This is an optimization exercise on Yosys and OpenROAD, whose aim is small area, a short achievable clock period and few clock cycles, not a production implementation. In this exercise RTL edits were held to simulation tests only and were not proved equivalent to the original. Power is estimated from default activity; no workload was simulated.

File: design.v
package ppm_p6_pkg;
    localparam int DIM_BITS_DEFAULT = 16;
    localparam int RESULT_DEPTH     = 4;
    typedef enum logic [2:0] {
        KIND_PIXEL        = 3'd0,
        KIND_HEADER       = 3'd1,
        KIND_FORMAT_ERROR = 3'd2,
        KIND_SIZE_ERROR   = 3'd3,
        KIND_TRUNCATED    = 3'd4,
        KIND_DONE         = 3'd5
    } kind_t;
    typedef enum logic [1:0] {
        PH_SKIP,
        PH_TOKEN,
        PH_PIXELS,
        PH_FIN
    } phase_t;
    localparam logic [1:0] MAGIC_NONE = 2'd0;
    localparam logic [1:0] MAGIC_P    = 2'd1;
    localparam logic [1:0] MAGIC_P6   = 2'd2;
    localparam logic [1:0] MAGIC_BAD  = 2'd3;
    localparam logic [0:0] CFG_MAX_WIDTH  = 1'b0;
    localparam logic [0:0] CFG_MAX_HEIGHT = 1'b1;
    localparam logic [1:0] LAST_TOKEN = 2'd3;
    localparam logic [7:0] CHAR_P     = 8'h50;
    localparam logic [7:0] CHAR_SIX   = 8'h36;
    localparam logic [7:0] CHAR_HASH  = 8'h23;
    localparam logic [7:0] CHAR_NL    = 8'h0A;
    localparam logic [7:0] CHAR_MINUS = 8'h2D;
    localparam logic [7:0] CHAR_PLUS  = 8'h2B;
    localparam logic [7:0] CHAR_ZERO  = 8'h30;
    localparam logic [7:0] CHAR_NINE  = 8'h39;
    localparam logic [16:0] MAX_VALUE = 17'd255;
    localparam logic [16:0] ACC_CAP   = 17'd65536;
    localparam logic [16:0] DIM_LIMIT = 17'd65535;
    typedef struct packed {
        logic stop;
        logic neg;
        logic digit;
    } token_flags_t;
    typedef struct packed {
        logic [7:0] data_byte;
        logic       end_of_stream;
    } in_data_t;
    typedef struct packed {
        kind_t       kind;
        logic [7:0]  red_value;
        logic [7:0]  green_value;
        logic [7:0]  blue_value;
        logic [15:0] column;
        logic [15:0] row;
        logic [15:0] image_width;
        logic [15:0] image_height;
        logic        last;
    } out_data_t;
endpackage
import ppm_p6_pkg::*;
module ppm_p6_stream_decoder
#(
    parameter int DIM_BITS = DIM_BITS_DEFAULT
)
(
    input  logic        clk,
    input  logic        rst_n,
    input  logic        in_valid,
    output logic        in_stall,
    input  logic [8:0]  in_data_bits,
    output logic        out_valid,
    input  logic        out_stall,
    output logic [91:0] out_data_bits,
    input  logic        cfg_write,
    input  logic [0:0]  cfg_index,
    input  logic [15:0] cfg_data
);
    ppm_p6_pkg::in_data_t              in_data;
    ppm_p6_pkg::out_data_t             out_data;
    assign in_data       = in_data_bits;
    assign out_data_bits = out_data;
    localparam int PTR_BITS = $clog2(RESULT_DEPTH);
    localparam int CNT_BITS = $clog2(RESULT_DEPTH + 1);
    localparam logic [15:0] DIM_CAP = 16'((17'(1) << DIM_BITS) - 17'(1));
    logic [15:0] max_width_reg;
    logic [15:0] max_height_reg;
    ppm_p6_pkg::phase_t                phase_reg, phase_next;
    logic [1:0]            token_number_reg, token_number_next;
    logic                  in_comment_reg, in_comment_next;
    logic [1:0]            magic_reg, magic_next;
    logic [16:0]           acc_reg, acc_next;
    ppm_p6_pkg::token_flags_t          flags_reg, flags_next;
    logic [15:0]           width_reg, width_next;
    logic [15:0]           height_reg, height_next;
    logic [1:0]            comp_reg, comp_next;
    logic [7:0]            held_red_reg, held_red_next;
    logic [7:0]            held_green_reg, held_green_next;
    logic [DIM_BITS-1:0]   col_reg, col_next;
    logic [DIM_BITS-1:0]   row_reg, row_next;
    logic                  fmt_bad_reg, fmt_bad_next;
    logic                  size_bad_reg, size_bad_next;
    logic [91:0]           queue_reg [RESULT_DEPTH];
    logic [PTR_BITS-1:0]   wr_ptr_reg, rd_ptr_reg;
    logic [CNT_BITS-1:0]   count_reg;
    logic [7:0]  c;
    logic        eos;
    logic        is_ws;
    logic        is_hash;
    logic        is_digit;
    logic        in_fire;
    logic        out_fire;
    logic          tc_first;
    logic [1:0]    tc_magic;
    logic [16:0]   tc_acc;
    ppm_p6_pkg::token_flags_t  tc_flags;
    logic [16:0]   base_acc;
    ppm_p6_pkg::token_flags_t  base_flags;
    logic [20:0]   acc_wide;
    logic          ct_fmt;
    logic          ct_size;
    logic [15:0]   ct_width;
    logic [15:0]   ct_height;
    logic [15:0]   lim_width;
    logic [15:0]   lim_height;
    logic          hdr_fmt;
    logic          hdr_size;
    logic [DIM_BITS-1:0] col_inc;
    logic [DIM_BITS-1:0] row_inc;
    ppm_p6_pkg::out_data_t   res0, res1;
    logic [1:0]  res_count;
    function automatic logic [91:0] status_result(logic [2:0] k, logic is_last);
        status_result = {k, 88'd0, is_last};
    endfunction
    assign c        = in_data.data_byte;
    assign eos      = in_data.end_of_stream;
    assign is_hash  = (c == CHAR_HASH);
    assign is_ws    = (c == 8'h20) || (c >= 8'h09 && c <= 8'h0D);
    assign is_digit = (c >= CHAR_ZERO) && (c <= CHAR_NINE);
    assign in_stall  = (count_reg > CNT_BITS'(RESULT_DEPTH - 2));
    assign in_fire   = in_valid && !in_stall;
    assign out_valid = (count_reg != '0);
    assign out_fire  = out_valid && !out_stall;
    assign out_data  = queue_reg[rd_ptr_reg];
    assign col_inc = col_reg + DIM_BITS'(1);
    assign row_inc = row_reg + DIM_BITS'(1);
    assign tc_first   = (phase_reg == PH_SKIP);
    assign base_acc   = tc_first ? '0 : acc_reg;
    assign base_flags = tc_first ? '0 : flags_reg;
    assign acc_wide   = (21'(base_acc) << 3) + (21'(base_acc) << 1) + 21'(c[3:0]);
    always_comb
    begin
        tc_magic = magic_reg;
        tc_acc   = acc_reg;
        tc_flags = flags_reg;
        if (token_number_reg == 2'd0)
        begin
            if (tc_first)
                tc_magic = (c == CHAR_P) ? MAGIC_P : MAGIC_BAD;
            else
                tc_magic = (magic_reg == MAGIC_P && c == CHAR_SIX) ? MAGIC_P6 : MAGIC_BAD;
        end
        else if (tc_first && c == CHAR_MINUS)
        begin
            tc_acc   = '0;
            tc_flags = 3'b010;   
        end
        else if (tc_first && c == CHAR_PLUS)
        begin
            tc_acc   = '0;
            tc_flags = '0;
        end
        else if (base_flags.stop)
        begin
            tc_acc   = base_acc;
            tc_flags = base_flags;
        end
        else if (is_digit)
        begin
            tc_acc         = (acc_wide > 21'(ACC_CAP)) ? ACC_CAP : acc_wide[16:0];
            tc_flags       = base_flags;
            tc_flags.digit = 1'b1;
        end
        else
        begin
            tc_acc        = base_acc;
            tc_flags      = base_flags;
            tc_flags.stop = 1'b1;
        end
    end
    always_comb
    begin
        ct_fmt    = fmt_bad_reg;
        ct_size   = size_bad_reg;
        ct_width  = width_reg;
        ct_height = height_reg;
        case (token_number_reg)
            2'd1, 2'd2:
            begin
                if (!flags_reg.digit)
                    ct_fmt = 1'b1;
                else if ((flags_reg.neg && acc_reg != '0) || acc_reg > DIM_LIMIT)
                    ct_size = 1'b1;
                if (token_number_reg == 2'd1)
                    ct_width = acc_reg[15:0];
                else
                    ct_height = acc_reg[15:0];
            end
            LAST_TOKEN:
            begin
                if (!flags_reg.digit || flags_reg.neg || acc_reg != MAX_VALUE)
                    ct_fmt = 1'b1;
            end
            default:
            begin
            end
        endcase
    end
    assign lim_width  = (max_width_reg < DIM_CAP) ? max_width_reg : DIM_CAP;
    assign lim_height = (max_height_reg < DIM_CAP) ? max_height_reg : DIM_CAP;
    assign hdr_fmt    = (magic_reg != MAGIC_P6) || ct_fmt;
    assign hdr_size   = ct_size || ct_width == '0 || ct_height == '0 ||
                        ct_width > lim_width || ct_height > lim_height;
    always_comb
    begin
        phase_next        = phase_reg;
        token_number_next = token_number_reg;
        in_comment_next   = in_comment_reg;
        magic_next        = magic_reg;
        acc_next          = acc_reg;
        flags_next        = flags_reg;
        width_next        = width_reg;
        height_next       = height_reg;
        comp_next         = comp_reg;
        held_red_next     = held_red_reg;
        held_green_next   = held_green_reg;
        col_next          = col_reg;
        row_next          = row_reg;
        fmt_bad_next      = fmt_bad_reg;
        size_bad_next     = size_bad_reg;
        res0              = status_result(KIND_PIXEL, 1'b0);
        res1              = status_result(KIND_PIXEL, 1'b0);
        res_count         = 2'd0;
        if (eos)
        begin
            case (phase_reg)
                PH_SKIP:
                begin
                    res0      = status_result(KIND_FORMAT_ERROR, 1'b1);
                    res_count = 2'd1;
                end
                PH_TOKEN:
                begin
                    res_count = 2'd1;
                    if (token_number_reg != LAST_TOKEN || hdr_fmt)
                        res0 = status_result(KIND_FORMAT_ERROR, 1'b1);
                    else if (hdr_size)
                        res0 = status_result(KIND_SIZE_ERROR, 1'b1);
                    else
                    begin
                        res0              = status_result(KIND_HEADER, 1'b0);
                        res0.image_width  = ct_width;
                        res0.image_height = ct_height;
                        res1              = status_result(KIND_TRUNCATED, 1'b1);
                        res_count         = 2'd2;
                    end
                end
                PH_PIXELS:
                begin
                    res0      = status_result(KIND_TRUNCATED, 1'b1);
                    res_count = 2'd1;
                end
                default:
                begin
                end
            endcase
            phase_next        = PH_SKIP;
            token_number_next = '0;
            in_comment_next   = 1'b0;
            magic_next        = MAGIC_NONE;
            acc_next          = '0;
            flags_next        = '0;
            width_next        = '0;
            height_next       = '0;
            comp_next         = '0;
            held_red_next     = '0;
            held_green_next   = '0;
            col_next          = '0;
            row_next          = '0;
            fmt_bad_next      = 1'b0;
            size_bad_next     = 1'b0;
        end
        else
        begin
            case (phase_reg)
                PH_SKIP:
                begin
                    if (in_comment_reg)
                    begin
                        if (c == CHAR_NL)
                            in_comment_next = 1'b0;
                    end
                    else if (is_hash)
                        in_comment_next = 1'b1;
                    else if (!is_ws)
                    begin
                        magic_next = tc_magic;
                        acc_next   = tc_acc;
                        flags_next = tc_flags;
                        phase_next = PH_TOKEN;
                    end
                end
                PH_TOKEN:
                begin
                    if (is_ws || is_hash)
                    begin
                        fmt_bad_next  = ct_fmt;
                        size_bad_next = ct_size;
                        width_next    = ct_width;
                        height_next   = ct_height;
                        if (token_number_reg == LAST_TOKEN)
                        begin
                            res_count = 2'd1;
                            if (hdr_fmt)
                            begin
                                res0       = status_result(KIND_FORMAT_ERROR, 1'b1);
                                phase_next = PH_FIN;
                            end
                            else if (hdr_size)
                            begin
                                res0       = status_result(KIND_SIZE_ERROR, 1'b1);
                                phase_next = PH_FIN;
                            end
                            else
                            begin
                                res0              = status_result(KIND_HEADER, 1'b1);
                                res0.image_width  = ct_width;
                                res0.image_height = ct_height;
                                phase_next        = PH_PIXELS;
                                col_next          = '0;
                                row_next          = '0;
                                comp_next         = 2'd0;
                                if (is_hash)
                                begin
                                    held_red_next = c;
                                    comp_next     = 2'd1;
                                end
                            end
                        end
                        else
                        begin
                            token_number_next = token_number_reg + 2'd1;
                            phase_next        = PH_SKIP;
                            in_comment_next   = is_hash;
                        end
                    end
                    else
                    begin
                        magic_next = tc_magic;
                        acc_next   = tc_acc;
                        flags_next = tc_flags;
                    end
                end
                PH_PIXELS:
                begin
                    case (comp_reg)
                        2'd0:
                        begin
                            held_red_next = c;
                            comp_next     = 2'd1;
                        end
                        2'd1:
                        begin
                            held_green_next = c;
                            comp_next       = 2'd2;
                        end
                        default:
                        begin
                            comp_next        = 2'd0;
                            res0             = status_result(KIND_PIXEL, 1'b1);
                            res0.red_value   = held_red_reg;
                            res0.green_value = held_green_reg;
                            res0.blue_value  = c;
                            res0.column      = 16'(col_reg);
                            res0.row         = 16'(row_reg);
                            res_count        = 2'd1;
                            if (16'(col_inc) == width_reg)
                            begin
                                col_next = '0;
                                row_next = row_inc;
                                if (16'(row_inc) == height_reg)
                                begin
                                    phase_next = PH_FIN;
                                    res0.last  = 1'b0;
                                    res1       = status_result(KIND_DONE, 1'b1);
                                    res_count  = 2'd2;
                                end
                            end
                            else
                                col_next = col_inc;
                        end
                    endcase
                end
                default:
                begin
                end
            endcase
        end
    end
    always_ff @(posedge clk or negedge rst_n)
    begin
        if (!rst_n)
        begin
            max_width_reg  <= 16'hFFFF;
            max_height_reg <= 16'hFFFF;
        end
        else if (cfg_write)
        begin
            case (cfg_index)
                CFG_MAX_WIDTH:  max_width_reg  <= cfg_data;
                CFG_MAX_HEIGHT: max_height_reg <= cfg_data;
                default:
                begin
                end
            endcase
        end
    end
    always_ff @(posedge clk or negedge rst_n)
    begin
        if (!rst_n)
        begin
            phase_reg        <= PH_SKIP;
            token_number_reg <= '0;
            in_comment_reg   <= 1'b0;
            magic_reg        <= MAGIC_NONE;
            acc_reg          <= '0;
            flags_reg        <= '0;
            comp_reg         <= '0;
            held_red_reg     <= '0;
            held_green_reg   <= '0;
            col_reg          <= '0;
            row_reg          <= '0;
            fmt_bad_reg      <= 1'b0;
            size_bad_reg     <= 1'b0;
            width_reg        <= '0;
            height_reg       <= '0;
        end
        else if (in_fire)
        begin
            phase_reg        <= phase_next;
            token_number_reg <= token_number_next;
            in_comment_reg   <= in_comment_next;
            magic_reg        <= magic_next;
            acc_reg          <= acc_next;
            flags_reg        <= flags_next;
            comp_reg         <= comp_next;
            held_red_reg     <= held_red_next;
            held_green_reg   <= held_green_next;
            col_reg          <= col_next;
            row_reg          <= row_next;
            fmt_bad_reg      <= fmt_bad_next;
            size_bad_reg     <= size_bad_next;
            width_reg        <= width_next;
            height_reg       <= height_next;
        end
    end
    always_ff @(posedge clk)
    begin
        if (in_fire && res_count != 2'd0)
            queue_reg[wr_ptr_reg] <= res0;
        if (in_fire && res_count == 2'd2)
            queue_reg[wr_ptr_reg + PTR_BITS'(1)] <= res1;
    end
    always_ff @(posedge clk or negedge rst_n)
    begin
        if (!rst_n)
        begin
            wr_ptr_reg <= '0;
            rd_ptr_reg <= '0;
            count_reg  <= '0;
        end
        else
        begin
            if (in_fire)
                wr_ptr_reg <= wr_ptr_reg + PTR_BITS'(res_count);
            if (out_fire)
                rd_ptr_reg <= rd_ptr_reg + PTR_BITS'(1);
            count_reg <= count_reg + (in_fire ? CNT_BITS'(res_count) : '0)
                         - CNT_BITS'(out_fire);
        end
    end
endmodule
import ppm_p6_pkg::*;
module ppm_p6_top
(
    input  logic        clk,
    input  logic        rst_n,
    input  logic        in_valid,
    output logic        in_stall,
    input  logic [7:0]  in_byte,
    input  logic        in_eos,
    output logic        out_valid,
    input  logic        out_stall,
    output logic [2:0]  out_kind,
    output logic [7:0]  out_red,
    output logic [7:0]  out_green,
    output logic [7:0]  out_blue,
    output logic [15:0] out_column,
    output logic [15:0] out_row,
    output logic [15:0] out_width,
    output logic [15:0] out_height,
    output logic        out_last,
    input  logic        cfg_write,
    input  logic        cfg_index,
    input  logic [15:0] cfg_data
);
    ppm_p6_pkg::in_data_t  in_data;
    ppm_p6_pkg::out_data_t out_data;
    assign in_data.data_byte     = in_byte;
    assign in_data.end_of_stream = in_eos;
    ppm_p6_stream_decoder u_dec (
        .clk       (clk),
        .rst_n     (rst_n),
        .in_valid  (in_valid),
        .in_stall  (in_stall),
        .in_data_bits  (in_data),
        .out_valid (out_valid),
        .out_stall (out_stall),
        .out_data_bits (out_data),
        .cfg_write (cfg_write),
        .cfg_index (cfg_index),
        .cfg_data  (cfg_data)
    );
    assign out_kind   = out_data.kind;
    assign out_red    = out_data.red_value;
    assign out_green  = out_data.green_value;
    assign out_blue   = out_data.blue_value;
    assign out_column = out_data.column;
    assign out_row    = out_data.row;
    assign out_width  = out_data.image_width;
    assign out_height = out_data.image_height;
    assign out_last   = out_data.last;
endmodule
File: run.sh
#!/bin/bash
# synth_recipe.tcl (not shown) runs the flow's synth.tcl, then flattens the netlist and writes it again
# the make line also repeats each setting of config.mk as NAME=value (left out here)
make -C /OpenROAD-flow-scripts/flow DESIGN_CONFIG=/design/flow/config.mk WORK_HOME=/design/flow/orfs CLKGATE_MAP_FILE= SYNTH_SCRIPT=/design/flow/synth_recipe.tcl finish
File: config.mk
export PLATFORM = sky130hd
export DESIGN_NAME = ppm_p6_top
export DESIGN_NICKNAME = ppm_p6_top
export VERILOG_FILES = /design/flow/design.v
export SDC_FILE = /design/flow/constraint.sdc
export NUM_CORES = 4
export LEC_CHECK = 0
export CAP_MARGIN = 20
export CORE_MARGIN = 2
export CORE_UTILIZATION = 40
export PLACE_DENSITY = 0.6
export SLEW_MARGIN = 20
File: constraint.sdc
create_clock -name core_clock -period 5.0 [get_ports {clk}]
set_input_delay 1.0000 -clock core_clock [delete_from_list [all_inputs] [get_ports {clk}]]
set_output_delay 1.0000 -clock core_clock [all_outputs]
set_load 0.01 [all_outputs]
==> run summary <==
reg2reg setup slack roughly 0.22 ns; Fin. Hold Viols 0; chip height approximately 270 um; Yosys warning total 1; GRT Total Usage around a quarter; number of max-cap violations 0; routability cong. slightly below 0.9; Worst Max-Slew Pin Slew roughly 1.0 ns; Clock power frac roughly two fifths; Pint roughly 7.6 mW; setup violators final 0; Max VDD drop ~0.28 mV; Flop pwr share 42.4%; gr ovfl total 0; layout cell share with drive strength beyond 1 between 10% and 20%; slowest stage cell, crit path or4_4; core area approximately 70,000 sq um; IO Pins around 130; critical path type flop to flop; ys flop type dfxtp_1; sequential share of the synthesized area 40.7%; Fill cells about 6,400; Placed Instances 3,907; CTS tree yes; H-tree levels 2; commonest cells after routing, fill and taps aside o21ai_0 (425), nand3_1 (391), a21oi_1 (390), dfxtp_1 (356), clkdlybuf4s50_1 (123); NumNets Final approximately 3,100; worst min path class primary input to asynchronous set/reset pin; CTS clock-pin slew for the worst setup and hold paths about 0.06 ns; max reg flops approximately 370; Power, Total roughly 11 mW; Final ANT Viol Nets 0; Yosys reg bits 518; Worst R2R Path Depth 21; Die ar. about 71,000 sq um; P_sw between 3 and 4 mW; PD cells 347 nW/um^2; async set-reset flop share out of synthesis between 20 and 30%; vias 24,902; Worst slew margin between 30% and 40%; R2R Path Start u_dec.token_number_reg[0]; 1st-iter DRT viols 2,678; most used cell, CP ha_1; Die Width ~270 um; Port-buffer cells between 100 and 150; via/cell ratio ~6.2; Cell Chain, Critical Path inv_1 > ha_1 > nand2_4 > buf_4 > mux2_2 > ha_1 > nand3_1 > nor4_2 > a21boi_0 > or4_4 > a2111oi_4 > buf_4 > and4_1 > nor2_2 > a21oi_4 > inv_1 > ha_1 > or4_1 > a21oi_1 > a21oi_1 > nand3_1; Area Overhead vs Synth 14.8%; clk_skew approximately 0.017 ns; required time worst endpoint approximately 5.6 ns; mapped cell area ~28,000 sq um; Mapped Nets 3,169; Clock Tree Root clkbuf_16; Post-DP HPWL between 60 and 70 mm; Syn Area/Cell between 9 and 10 sq um; worst reg2reg endpoint u_dec.wr_ptr_reg[1]; Period Utilization, post-route 95.6%; switching share of total power approximately 31%; slowest stage delay, CP between 0.5 and 0.6 ns; status finished clean; Achievable Freq ~210 MHz; vias in the first global route 24,344; clock insertion delay at the later pin of the skew report slightly above 0.6 ns; drt first pass iters 8; Lkg Pwr 11.9 nW; non-filler instance count after layout 4,014; Synth Instances between 3,000 and 4,000; Critical Path Fanout Max 7; crit path time final approximately 4.8 ns; CTS Buf Count 56; CP endpoint kind flop; most common cell after layout, fill and taps aside o21ai_0; diodes inserted 0; Max Buffers Root-to-Sink 3; Worst setup SP type flop; DRC 0; Logic pwr share between 15 and 20%; Initial Util about two fifths; max-slew violation count 0; initial antenna violation count 0; largest net degree at the start of global routing 225; post-synth cell types ~100; wire length per cell around 24 um; CTS sink count ~520; # rows 96; first-pass GRT wire length roughly 150 mm; EDFF count, synth 12; crit path DAT about 5.3 ns; DRT Wirelength between 90 and 100 mm
==> power by group through the flow <==
stage	clock (mW)	combinational [mW]	sequential, mW
finish	4.22	2.14	4.69
global route	4.46	2.26	4.71
CTS	4.28	2.13	4.68
detailed placement	0	2.12	4.76
global placement	0	2.10	4.75
floorplan	0	1.49	4.53
==> timing repair <==
action / in CTS / in global routing
setup endpoints to repair: 0 / 117
gates resized for setup: 0 / 4
setup buffers: 0 / 3
hold buffers: 0 / 0
==> cells by family (layout without fill, tap and decap cells) <==
| logic type | count (synthesis) | in the layout | synth area share (%) |
|---|---|---|---|
| adders and majority gates | 81 | 81 | 3.70 |
| xor gates and xnor gates | 51 | 51 | 1.66 |
| muxes | 164 | 164 | 10.3 |
| and+or+nand+nor | 818 | 818 | 15.7 |
| DFF | 518 | 518 | 40.7 |
| AOI/OAI and AO/OA | 1044 | 1044 | 21.8 |
| buffers and inverters | 382 | 407 | 6.06 |
==> metal layers <==
layer	GRT usage, %	vias up	wire, um
met2	44.5	1103	46700
met4	9.57	0	3230
met3	4.19	196	6700
li1	-	11235	-
met1	33.3	12368	38500
met5	0	-	0
==> worst max path at each step <==
stage	start	to	cells past startpoint
after floorplan	u_dec.token_number_reg[0]	u_dec.count_reg[2]	18
after global placement	u_dec.token_number_reg[0]	u_dec.wr_ptr_reg[1]	21
after detailed placement	u_dec.token_number_reg[0]	u_dec.wr_ptr_reg[1]	21
after CTS	u_dec.token_number_reg[0]	u_dec.wr_ptr_reg[1]	21
after global routing	u_dec.token_number_reg[0]	u_dec.wr_ptr_reg[1]	21
final	u_dec.token_number_reg[0]	u_dec.wr_ptr_reg[1]	21
==> cells in the mapped netlist (6+ instances only) <==
master / n / share of area, %
dfrtp_1: 118 / 11
o41ai_1: 7 / 0.22
nand2b_1: 13 / 0.29
and4_1: 7 / 0.22
nand2_1: 95 / 1.3
and2_1: 18 / 0.41
buf_2: 62 / 1.1
nor2_1: 73 / 0.99
edfxtp_1: 12 / 1.3
dfstp_2: 32 / 3.0
xnor2_1: 27 / 0.85
nor2b_1: 59 / 1.3
a21oi_1: 390 / 7.0
xor2_1: 23 / 0.73
buf_4: 38 / 1.0
a21o_1: 17 / 0.46
o31ai_1: 22 / 0.60
or3_1: 9 / 0.20
mux4_2: 92 / 7.5
a22o_1: 51 / 1.6
nand3_1: 392 / 7.1
mux2i_1: 13 / 0.47
nor4_1: 21 / 0.47
nand4b_1: 6 / 0.19
mux2_2: 59 / 2.4
o21bai_1: 11 / 0.30
ha_1: 78 / 3.5
or4_1: 7 / 0.19
nor3_1: 38 / 0.69
o21ai_0: 425 / 7.7
inv_1: 73 / 0.99
buf_1: 14 / 0.19
a211oi_1: 16 / 0.43
a21oi_2: 21 / 0.66
and3_1: 15 / 0.34
nand3b_1: 7 / 0.19
o211ai_1: 8 / 0.22
clkbuf_1: 190 / 2.6
nand4_1: 22 / 0.50
o2111ai_1: 6 / 0.19
dfxtp_1: 356 / 26
==> cell type report <==
cell class,count,area (sq um),share of cell area [%]
clock buffer,87,1680,5.28
clock inverter,17,188,0.590
inverter,74,278,0.873
multi-input combinational,2158,14900,46.7
sequential,518,11300,35.5
tap,931,1160,3.66
timing repair buffer,229,2360,7.41
==> worst max-delay path, delay by kind of cell (launching register included) <==
| kind | cells | cell delay, ns |
|---|---|---|
| AOI/OAI and AO/OA | 5 | 0.78 |
| adders and majority gates | 3 | 0.94 |
| buffers and inverters | 4 | 0.47 |
| DFF | 1 | 0.39 |
| muxes | 1 | 0.35 |
| and+or+nand+nor | 8 | 1.77 |
==> per-stage QoR <==
step                      hold slack [ns]  setup WS, ns  TNS (ns)  instance area [sq um]  util [%]
after CTS                           0.391         0.143         0                  31800      46.3
after global placement              0.453         0.222         0                  29900      43.6
after global routing                0.417       -0.0147   -0.0147                  31800      46.4
final                               0.375         0.220         0                  31800      46.4
after detailed placement            0.462         0.161         0                  29900      43.6
after floorplan                     0.445        0.0368         0                  27700         -
Testbench counts, summed over its fixed seeds: cycles 66,157.

==> static timing again, ports no longer ideal <==
The results above use ideal ports. As a check the final layout listed here was re-extracted and re-timed, cells and wires unchanged. Step 1: set_driving_cell puts a clkbuf_16 on clk and a buf_2 on each other input, an assumption about the parent block. Step 2, shift: input delay + t, output delay - t, t = (earliest + latest rising clock arrival at the registers) / 2. This alone moves slack from input paths to output paths. Three values: no drivers, after step 1, after step 2; two values: the first two.
t, ns: 0.671
slack for setup (ns): 0.220 / 0.220 / 0.220
hold slack, ns: 0.375 / 0.359 / 0.469
worst setup path at the end: register to register
worst register clock-pin slew, ns: 0.07 / 0.07
After both steps this run still meets setup and hold. For this run, drivers alone change the setup slack by 0.000 ns; drivers and shift together by 0.000 ns.
